Context: an optimization exercise on an open-source flow, tuned for small area, a short achievable clock period and few clock cycles. The choices shown serve that exercise and are no tape-out recipe.
For this run, only the layout was checked, not whether the RTL still works.
No activity file was given, so power comes from the tool's default toggle rates.

## flow/design.v

```verilog
package wu_pkg;
   localparam int LANES  = 4;
   localparam int LANE_W = 16;
   localparam int WORD_W = LANES * LANE_W;
   localparam int ADDR_W = 24;
   localparam int LG_SLICE_WORDS = 3;
   localparam int SLICE_WORDS    = 1 << LG_SLICE_WORDS;
   localparam int LR_SHIFT = 3;
   localparam int NSLOT = 3;
   typedef logic        [WORD_W-1:0] word_t;
   typedef logic signed [LANE_W-1:0] lane_t;
   typedef logic        [ADDR_W-1:0] addr_t;
   typedef logic        [7:0]        node_t;
   typedef logic        [31:0]       len_t;
endpackage
`timescale 1ns/100ps
module sync_fifo #(
   parameter int DW    = 64,
   parameter int DEPTH = 3
) (
   input  logic          clk,
   input  logic          reset,
   input  logic [DW-1:0] wr_data,
   input  logic          wr_en,
   input  logic          rd_en,
   output logic [DW-1:0] rd_data,
   output logic          empty,
   output logic          full,
   output logic          empty_n,    
   output logic          full_n      
);
   localparam int RD    = DEPTH - 1;                
   localparam int PTR_W = (RD > 1) ? $clog2(RD) : 1;
   localparam int CNT_W = $clog2(RD + 1);
   logic [DW-1:0]    head;
   logic             head_v;
   logic [DW-1:0]    mem [RD];
   logic [PTR_W-1:0] wr_ptr;
   logic [PTR_W-1:0] rd_ptr;
   logic [CNT_W-1:0] cnt;          
   logic             rest_v;       
   logic             to_head;      
   logic             head_load;
   logic             pull;         
   logic             put;
   logic [CNT_W-1:0] cnt_n;
   logic             head_v_n;
   assign rd_data = head;
   assign rest_v  = (cnt != '0);
   assign pull      = rest_v && (rd_en || !head_v);
   assign to_head   = !rest_v && (rd_en || !head_v);
   assign head_load = pull || (to_head && wr_en);
   assign put       = wr_en && !to_head;
   always_comb begin
      cnt_n = cnt;
      if (put && !pull) cnt_n = cnt + 1'b1;
      else if (pull && !put) cnt_n = cnt - 1'b1;
      head_v_n = head_load || (head_v && !rd_en);
   end
   assign empty_n = !head_v_n;
   assign full_n  = head_v_n && (cnt_n == CNT_W'(RD));
   always_ff @(posedge clk) begin
      if (head_load) head <= rest_v ? mem[rd_ptr] : wr_data;
      for (int i = 0; i < RD; i++) begin
         if (put && (wr_ptr == PTR_W'(i))) mem[i] <= wr_data;
      end
   end
   always_ff @(posedge clk) begin
      if (reset) begin
         wr_ptr <= '0;
         rd_ptr <= '0;
         cnt    <= '0;
         head_v <= 1'b0;
         empty  <= 1'b1;
         full   <= 1'b0;
      end else begin
         if (put) wr_ptr <= (wr_ptr == PTR_W'(RD - 1)) ? '0 : wr_ptr + 1'b1;
         if (pull) rd_ptr <= (rd_ptr == PTR_W'(RD - 1)) ? '0 : rd_ptr + 1'b1;
         cnt    <= cnt_n;
         head_v <= head_v_n;
         empty  <= empty_n;
         full   <= full_n;
      end
   end
endmodule
`timescale 1ns/100ps
module slice_walker
(
   input  logic  clk,
   input  logic  reset,
   input  logic  start,
   input  logic  start_lin,     
   input  logic  lin,           
   input  logic  step,
   input  wu_pkg::node_t node_id,
   input  wu_pkg::node_t num_node,
   input  wu_pkg::len_t  total_length,
   output logic  addr_valid,
   output wu_pkg::addr_t addr,
   output logic  slice_done,    
   output logic  len_last       
);
   localparam int HI_W = wu_pkg::ADDR_W - wu_pkg::LG_SLICE_WORDS;
   wu_pkg::node_t first_slice;
   wu_pkg::node_t num_q;
   wu_pkg::node_t num_m1_q;
   logic          first0_q;
   logic                              active;
   logic [HI_W-1:0]                   hi;         
   logic [wu_pkg::LG_SLICE_WORDS-1:0] lo;
   wu_pkg::node_t                     si;         
   logic                              crossed_q;  
   logic                              at_own_q;
   logic                              at_last_q;
   logic [8:0]                        xq;         
   logic [HI_W-1:0]                   hi_next;
   logic                              slice_end;
   logic [HI_W:0]                     left;       
   logic [HI_W:0]                     left_dec;
   logic [HI_W:0]                     left_nz;    
   logic                              part;       
   logic                              le1_q, le2_q, le1;
   assign first_slice = (start_lin || (node_id == num_node - 1'b1)) ? 8'd0 : node_id + 1'b1;
   assign slice_end  = &lo;
   assign slice_done = step && slice_end;
   assign addr_valid = active;
   assign addr       = {hi, lo};
   fast_add #(.W(HI_W)) i_hi_add (
      .a (hi), .b ({{(HI_W-9){xq[8]}}, xq}), .cin (1'b1), .sum (hi_next), .cout ()
   );
   assign left_nz[0] = left[0];
   for (genvar i = 1; i <= HI_W; i++) begin : g_dec
      assign left_nz[i] = |left[i:0];
      assign left_dec[i] = left[i] ^ !left_nz[i-1];
   end
   assign left_dec[0] = !left[0];
   assign part  = (total_length[2:0] != 3'd0);
   assign le1_q = (left[HI_W:1] == '0) && !(left[0] && part);
   assign le2_q = (left[HI_W:2] == '0) && !(left[1] && (left[0] || part));
   assign le1   = crossed_q ? le2_q : le1_q;
   assign len_last = le1 && (lo == total_length[2:0] - 3'd1);
   always_ff @(posedge clk) begin
      num_q     <= num_node;
      num_m1_q  <= num_node - 1'b1;
      first0_q  <= (node_id == num_node - 1'b1);
      at_own_q  <= (si == node_id);
      at_last_q <= (si == num_m1_q);
      if (lin) xq <= 9'd0;
      else if (at_own_q) xq <= first0_q ? 9'd0 : {1'b0, num_q};
      else if (at_last_q) xq <= ~{1'b0, num_m1_q};
      else xq <= 9'd0;
   end
   always_ff @(posedge clk) begin
      if (reset) begin
         active    <= 1'b0;
         crossed_q <= 1'b0;
         hi        <= '0;
         lo        <= '0;
         si        <= '0;
         left      <= '0;
      end else if (start) begin
         active    <= 1'b1;
         crossed_q <= 1'b0;
         hi        <= HI_W'(first_slice);
         lo        <= '0;
         si        <= first_slice;
         left      <= total_length[wu_pkg::ADDR_W:3];
      end else begin
         if (step) lo <= lo + 1'b1;
         crossed_q <= step && slice_end;
         if (step && slice_end) hi <= hi_next;
         if (step && slice_end && at_own_q && le1) active <= 1'b0;
         if (crossed_q) begin
            si <= at_last_q ? 8'd0 : si + 1'b1;
            if (!le1_q) left <= left_dec;
         end
      end
   end
endmodule
`timescale 1ns/100ps
module add_xor #(
   parameter int W = 16
) (
   input  logic [W-1:0] a,
   input  logic [W-1:0] b,
   output logic [W-1:0] y
);
   assign y = a ^ b;
endmodule
module add_and #(
   parameter int W = 16
) (
   input  logic [W-1:0] a,
   input  logic [W-1:0] b,
   output logic [W-1:0] y
);
   assign y = a & b;
endmodule
module add_tree #(
   parameter int W = 16
) (
   input  logic [W-1:0] p_in,
   input  logic [W-1:0] g_in,
   input  logic         cin,
   output logic [W-1:0] c       
);
   localparam int LV = (W > 1) ? $clog2(W) : 1;
   logic [W-1:0] g [LV+1];
   logic [W-1:0] p [LV+1];
   assign g[0] = g_in | {{(W-1){1'b0}}, p_in[0] & cin};
   assign p[0] = p_in;
   for (genvar l = 0; l < LV; l++) begin : g_lv
      for (genvar i = 0; i < W; i++) begin : g_bit
         if ((i >> l) & 1) begin : g_join
            localparam int J = ((i >> l) << l) - 1;
            assign g[l+1][i] = g[l][i] | (p[l][i] & g[l][J]);
            assign p[l+1][i] = p[l][i] & p[l][J];
         end else begin : g_pass
            assign g[l+1][i] = g[l][i];
            assign p[l+1][i] = p[l][i];
         end
      end
   end
   assign c = g[LV];
endmodule
module add_sum #(
   parameter int W = 16
) (
   input  logic [W-1:0] p,
   input  logic [W-1:0] c,
   input  logic         cin,
   output logic [W-1:0] sum
);
   assign sum = p ^ {c[W-2:0], cin};
endmodule
module fast_add #(
   parameter int W = 16
) (
   input  logic [W-1:0] a,
   input  logic [W-1:0] b,
   input  logic         cin,
   output logic [W-1:0] sum,
   output logic         cout
);
   logic [W-1:0] p, g, c;
   add_xor  #(.W(W)) i_p    (.a (a), .b (b), .y (p));
   add_and  #(.W(W)) i_g    (.a (a), .b (b), .y (g));
   add_tree #(.W(W)) i_tree (.p_in (p), .g_in (g), .cin (cin), .c (c));
   add_sum  #(.W(W)) i_sum  (.p (p), .c (c), .cin (cin), .sum (sum));
   assign cout = c[W-1];
endmodule
`timescale 1ns/100ps
module weight_update
(
   input  logic  clk,
   input  logic  reset,
   input  logic  cmd_valid,
   input  logic  cmd_init,
   output logic  cmd_ready,
   input  wu_pkg::word_t weight_in,
   input  logic  weight_valid,
   output logic  weight_ready,
   input  wu_pkg::word_t gradient_in,
   input  logic  gradient_valid,
   output logic  gradient_ready,
   output wu_pkg::word_t result_out,
   output logic  result_valid,
   input  logic  result_ready,
   input  wu_pkg::len_t  total_length,
   input  wu_pkg::node_t node_id,
   input  wu_pkg::node_t num_node,
   output wu_pkg::addr_t avs_address,
   output wu_pkg::word_t avs_writedata,
   output logic  avs_read,
   output logic  avs_write,
   input  wu_pkg::word_t avs_readdata,
   input  logic  avs_waitrequest,
   input  logic  avs_readdatavalid
);
   localparam int CNT_W = $clog2(wu_pkg::NSLOT + 1);
   localparam int HI_W  = wu_pkg::ADDR_W - wu_pkg::LG_SLICE_WORDS;
   typedef enum logic [1:0] {S_IDLE, S_INIT, S_WALK} state_t;
   state_t        state, state_n;
   logic          cmd_rdy_q;
   logic          init_done, init_done_n;
   logic          wrdy_q;          
   logic          grdy_q;          
   logic [CNT_W-1:0] rd_cnt;       
   wu_pkg::word_t upd_q;           
   logic          w_need, w_need_n;      
   logic          res_need, res_need_n;  
   logic          rd_act;
   wu_pkg::addr_t rd_addr;
   logic          rd_cross;
   wu_pkg::addr_t wr_addr;
   logic [HI_W-1:0] wr_prev_hi;
   logic [wu_pkg::LG_SLICE_WORDS-1:0] wr_lo;
   logic          wr_behind;
   wu_pkg::word_t head;
   logic          head_empty, head_empty_n;
   logic          buf_full, buf_full_n;
   wu_pkg::word_t grad;
   wu_pkg::word_t upd_word;
   logic bus_free, wr_acc, upd_free, load, w_take;
   logic wr_cand, rd_cand, issue_rd, issue_wr;
   logic walk_start, init_end, walk_end, cmd_acc;
   logic in_init, in_walk, take_last;
   assign in_init = (state == S_INIT);
   assign in_walk = (state == S_WALK);
   for (genvar i = 0; i < wu_pkg::LANES; i++) begin : g_lane
      logic [wu_pkg::LANE_W-1:0] gl;
      assign gl = grad[i*wu_pkg::LANE_W +: wu_pkg::LANE_W];
      fast_add #(.W(wu_pkg::LANE_W)) i_sub (
         .a   (head[i*wu_pkg::LANE_W +: wu_pkg::LANE_W]),
         .b   (~{{wu_pkg::LR_SHIFT{gl[wu_pkg::LANE_W-1]}}, gl[wu_pkg::LANE_W-1:wu_pkg::LR_SHIFT]}),
         .cin (1'b1),
         .sum (upd_word[i*wu_pkg::LANE_W +: wu_pkg::LANE_W]),
         .cout ()
      );
   end
   assign cmd_ready      = cmd_rdy_q;
   assign cmd_acc        = cmd_valid && cmd_rdy_q;
   assign weight_ready   = wrdy_q;
   assign gradient_ready = grdy_q;
   assign result_valid   = res_need;
   assign result_out     = upd_q;
   assign avs_writedata  = upd_q;
   assign bus_free = !(avs_read || avs_write) || !avs_waitrequest;
   assign wr_acc   = avs_write && !avs_waitrequest;
   assign upd_free = (!w_need || wr_acc) && (!res_need || result_ready);
   assign w_take = wrdy_q && weight_valid;
   assign grad = in_walk ? gradient_in : '0;
   assign load = in_init ? (!head_empty && upd_free) : (grdy_q && gradient_valid);
   assign wr_cand  = load || (w_need && !avs_write);
   assign rd_cand  = in_walk && rd_act && (rd_cnt < CNT_W'(wu_pkg::NSLOT));
   assign issue_wr = bus_free && wr_cand;
   assign issue_rd = bus_free && !wr_cand && rd_cand;
   assign init_end   = in_init && init_done && head_empty && (!w_need || wr_acc);
   assign walk_start = (cmd_acc && !cmd_init) || init_end;
   assign walk_end   = in_walk && !rd_act && (rd_cnt == '0) && upd_free;
   slice_walker i_walker (
      .clk (clk), .reset (reset),
      .start (walk_start || cmd_acc), .start_lin ((state == S_IDLE) && cmd_init), .lin (in_init),
      .step (in_init ? w_take : issue_rd),
      .node_id (node_id), .num_node (num_node), .total_length (total_length),
      .addr_valid (rd_act), .addr (rd_addr), .slice_done (rd_cross), .len_last (take_last)
   );
   assign wr_addr = {wr_behind ? wr_prev_hi : rd_addr[wu_pkg::ADDR_W-1:wu_pkg::LG_SLICE_WORDS], wr_lo};
   always_ff @(posedge clk) begin
      if (rd_cross) wr_prev_hi <= rd_addr[wu_pkg::ADDR_W-1:wu_pkg::LG_SLICE_WORDS];
      if (reset || walk_start || cmd_acc) begin
         wr_lo     <= '0;
         wr_behind <= 1'b0;
      end else begin
         if (issue_wr) wr_lo <= wr_lo + 1'b1;
         if (rd_cross != (issue_wr && (&wr_lo))) wr_behind <= rd_cross;
      end
   end
   sync_fifo #(.DW(wu_pkg::WORD_W), .DEPTH(wu_pkg::NSLOT)) i_buf (
      .clk (clk), .reset (reset),
      .wr_data (in_init ? weight_in : avs_readdata), .wr_en (in_init ? w_take : avs_readdatavalid),
      .rd_en (load), .rd_data (head), .empty (head_empty), .full (buf_full),
      .empty_n (head_empty_n), .full_n (buf_full_n)
   );
   always_comb begin
      state_n = state;
      case (state)
         S_IDLE:  if (cmd_acc) state_n = cmd_init ? S_INIT : S_WALK;
         S_INIT:  if (init_end) state_n = S_WALK;
         S_WALK:  if (walk_end) state_n = S_IDLE;
         default: state_n = S_IDLE;
      endcase
      w_need_n   = load ? 1'b1 : (w_need && !wr_acc);
      res_need_n = load ? in_walk : (res_need && !result_ready);
      init_done_n = cmd_acc ? 1'b0 : (init_done || (w_take && take_last));
   end
   always_ff @(posedge clk) begin
      if (load) upd_q <= upd_word;
      if (issue_rd) avs_address <= rd_addr;
      else if (issue_wr) avs_address <= wr_addr;
   end
   always_ff @(posedge clk) begin
      if (reset) begin
         state     <= S_IDLE;
         cmd_rdy_q <= 1'b0;
         init_done <= 1'b0;
         wrdy_q    <= 1'b0;
         grdy_q    <= 1'b0;
         rd_cnt    <= '0;
         w_need    <= 1'b0;
         res_need  <= 1'b0;
         avs_read  <= 1'b0;
         avs_write <= 1'b0;
      end else begin
         if (bus_free) begin
            avs_read  <= issue_rd;
            avs_write <= issue_wr;
         end
         rd_cnt    <= rd_cnt + CNT_W'(issue_rd) - CNT_W'(load && in_walk);
         state     <= state_n;
         w_need    <= w_need_n;
         res_need  <= res_need_n;
         init_done <= init_done_n;
         cmd_rdy_q <= (state_n == S_IDLE);
         wrdy_q    <= (state_n == S_INIT) && !init_done_n && !buf_full_n;
         grdy_q    <= (state_n == S_WALK) && !head_empty_n && !w_need_n && !res_need_n;
      end
   end
endmodule
```

## flow/flow/run.sh

```bash
#!/bin/bash
# Standard layout, with the smallest buffer as the port buffer instead of
# the default delay buffer (the timing repairs upsize it where needed),
# and a clock tree without dummy loads.
set -euo pipefail
bash standard.sh \
  "BUFFER_PORTS_ARGS=-buffer_cell sky130_fd_sc_hd__buf_1" \
  "CTS_ARGS=-sink_clustering_enable -repair_clock_nets -sink_clustering_size 20 -sink_clustering_max_diameter 80 -buf_list {sky130_fd_sc_hd__clkbuf_8 sky130_fd_sc_hd__clkbuf_16} -dont_use_dummy_load" \
  finish > standard.log 2>&1
```

## flow/standard.sh

```bash
#!/bin/bash
# synth_recipe.tcl (not shown) runs the flow's synth.tcl, then flattens the netlist and writes it again
# the make line also repeats each setting of config.mk as NAME=value (left out here)
make -C /OpenROAD-flow-scripts/flow DESIGN_CONFIG=/design/flow/config.mk WORK_HOME=/design/flow/orfs CLKGATE_MAP_FILE= SYNTH_SCRIPT=/design/flow/synth_recipe.tcl "${@:-finish}"
```

## flow/config.mk

```make
export PLATFORM = sky130hd
export DESIGN_NAME = weight_update
export DESIGN_NICKNAME = weight_update
export VERILOG_FILES = /design/flow/design.v
export SDC_FILE = /design/flow/constraint.sdc
export NUM_CORES = 4
export LEC_CHECK = 0
export ABC_CLOCK_PERIOD_IN_PS = 2500
export CAP_MARGIN = 20
export CORE_MARGIN = 2
export CORE_UTILIZATION = 40
export CTS_BUF_LIST = sky130_fd_sc_hd__clkbuf_4 sky130_fd_sc_hd__clkbuf_8
export CTS_CLUSTER_SIZE = 30
export SETUP_SLACK_MARGIN = 3.5
export SLEW_MARGIN = 20
export SYNTH_HIERARCHICAL = 1
export SYNTH_MINIMUM_KEEP_SIZE = 0
```

## flow/constraint.sdc

```tcl
create_clock -name core_clock -period 6.0 [get_ports {clk}]
set_input_delay 1.2000 -clock core_clock [delete_from_list [all_inputs] [get_ports {clk}]]
set_output_delay 1.2000 -clock core_clock [all_outputs]
set_load 0.01 [all_outputs]
```

==> results.yml <==
routing:
  wl_mm: 55.8
  drt_iter0_drc: 755
  postRouteAntennaNets: 0
  vias_per_cell: 5.02
  vias: 15400
  routedWlPerCell_um: 18.2
  drtPass1Iterations: 5
  drc: 0
floorplanning:
  row_count: 83
  coreArea_mm2: 0.0515
  start_util_pct: 40.6
  die_h_um: 233
  fp.dieArea_mm2: 0.0541
  die_w_um: 233
  io_pins: 407
sta:
  layout_min_cycle_time_ps: 2590
  rsz0062_at_grt: "yes"
  setup_viol_count_final: 0
  clock_skew_ps: 47.3
  final.setup.tns_ps: 0
  max_freq_ghz: 0.386
  relSlewSlack_pct: 39.6
  worstMarginPinSlew_ps: 906
  finalCritPeriodShare_pct: 43.2
  report.final.slew_viol_count: 0
  hold_viol: 0
finish:
  drive_gt1_share_pct: 17.6
  final_common_cell: "buf_1"
  instances_no_fill: 3068
  nets: 2654
  area_growth_pct: 24.2
  register_area_mm2: 0.0112
  n_fill_cell: 4612
  final_cell_mix: "buf_1 (375), nand2_1 (362), edfxtp_1 (301), xor2_1 (143), nor2_1 (97)"
  multiInputGateArea_mm2: 0.0101
worst_setup_path:
  required_ps: 6310
  cp-start-kind: "input pin"
  cp_data_arrival_time_ps: 2900
  end_kind: "register"
  critPathKind: "in2reg"
  worst-path-max-fanout: 12
placed_design:
  dp_hpwl_mm: 33.9
  numPortBuffers: 387
  place_inst: 2919
  gp_congestion: 0.828
global_routing:
  grt_pass1_wl_mm: 80.1
  grt_pass1_vias: 14600
  track_usage_pct: 19.1
  grt_max_degree: 100
  antenna_found_initial: 3
  overflow: 0
flow_run:
  drv_cap: 0
clock_network:
  cts_tree: "done"
  root_buffer: "clkbuf_16"
  cts-htree-levels: 1
  cts-buffers-inserted: 26
  ctsHoldBuffers: 0
  cts.clk_slew.worst_paths_ps: 80
  worstSkewPairLatency_ps: 560
  clock_path_buffers: 3
  cts_num_sinks: 407
synth:
  netlist_area_mm2: 0.0209
  ys_warn_count: 16
  synth_area_per_cell_um2: 10.6
  synth_cells: 1977
power_and_ir_drop:
  peakVddDrop_v: 0.000165
  powerDensity_mw_per_mm2: 293
  p_leak_nw: 9.69
outcome:
  status: "finished clean"
min_path:
  hold_class: "reg2reg"
[state kept, by name (all words and copies together), names as in the netlist, 8 cells and up]
| name | flops |
|---|---|
| upd_q | 64 |
| i_walker.left | 22 |
| i_walker.num_q | 8 |
| i_walker.hi | 21 |
| i_buf.head | 64 |
| i_walker.num_m1_q | 8 |
| i_walker.si | 8 |
| i_buf.mem | 128 |
| i_walker.xq | 9 |
| avs_address | 24 |
| wr_prev_hi | 21 |
[through the flow]
step                      total power, mW  instance area, um2  hold slack, ps  worst slack, ps  utilization (%)
after global routing                 8.03               26000             488             3370             50.4
after global placement               5.53               22700             429             1860             44.0
after detailed placement             5.59               22700             433             1790             44.0
after CTS                            7.40               24500             450             3390             47.6
final                                7.61               26000             444             3410             50.4
after floorplan                      5.13               21200             401             1930                -
[path summary, 6_finish.rpt]
path / slack [ps] / cells past startpoint / from / endpoint
worst max register to register: 3410 / 11 / state[1]$_SDFF_PP0_ / rd_cnt[1]$_SDFF_PP0_
worst min-delay path: 440 / 2 / i_walker.num_q[0]$_DFF_P_ / i_walker.xq[0]$_SDFF_PP0_
worst max-delay path: 3410 / 10 / avs_waitrequest / i_buf.mem[0][28]$_DFFE_PP_
worst min register to register: 440 / 2 / i_walker.num_q[0]$_DFF_P_ / i_walker.xq[0]$_SDFF_PP0_
[routing by layer]
| metal | track usage, % | up-vias | part of all wire, % |
|---|---|---|---|
| met5 | 0 | - | 0.023 |
| met4 | 5.47 | 2 | 2.5 |
| met3 | 2.38 | 75 | 4.7 |
| met2 | 33.9 | 394 | 50 |
| met1 | 24.2 | 7357 | 43 |
| li1 | - | 7586 | - |
[worst max-delay path, stage by stage]
cell and delay (ps):
buf_6 100, nand2b_4 160, a2111oi_4 380, or2_4 220, nand2b_4 150, a21oi_4 80
nor2b_4 160, buf_12 160, buf_12 130, buf_16 150
[where the power goes]
group	internal [mW]	switching [mW]	total, mW
Sequential	3.50	0.207	3.71
Clock	0.766	0.875	1.64
Combinational	0.964	1.29	2.26
[area by class of cell]
cell class              instances  area share (%)
diodes                          2          0.0193
clock buffers                  26            2.51
inverters                      45           0.868
multi-input cells            1404            38.7
flip-flops and latches        407            43.1
well taps                     680            3.28
repair buffers                500            11.3
repair inverters                4           0.236
[timing repair]
item,CTS,global route
setup buffers,46,44
cloned,21,10
gates resized for setup,120,188
endpoints found under the setup margin,610,310
pin swaps,43,106

## port drivers added, routing unchanged
The results above use ideal ports. As a check the final layout listed here was re-extracted and re-timed, cells and wires unchanged. Step 1 sets driving cells, clkbuf_16 on the clock port and buf_2 on the other inputs (assumed; they add their load-dependent delay and slew). Step 2 also shifts input and output timing later by t, the mid clock arrival at the registers, as if the neighbouring blocks saw the same clock. a / b / c = no drivers / after step 1 / after step 2; a / b = the first two.
shift t [ns]: 0.602
setup slack, ns: 3.408 / 3.404 / 2.802
latest minus earliest clock arrival (ns): 0.057 / 0.056
cell pins on the clock port's net: 1
After both steps this run still meets setup and hold. For this run, drivers alone change the setup slack by -0.004 ns; drivers and shift together by -0.606 ns.
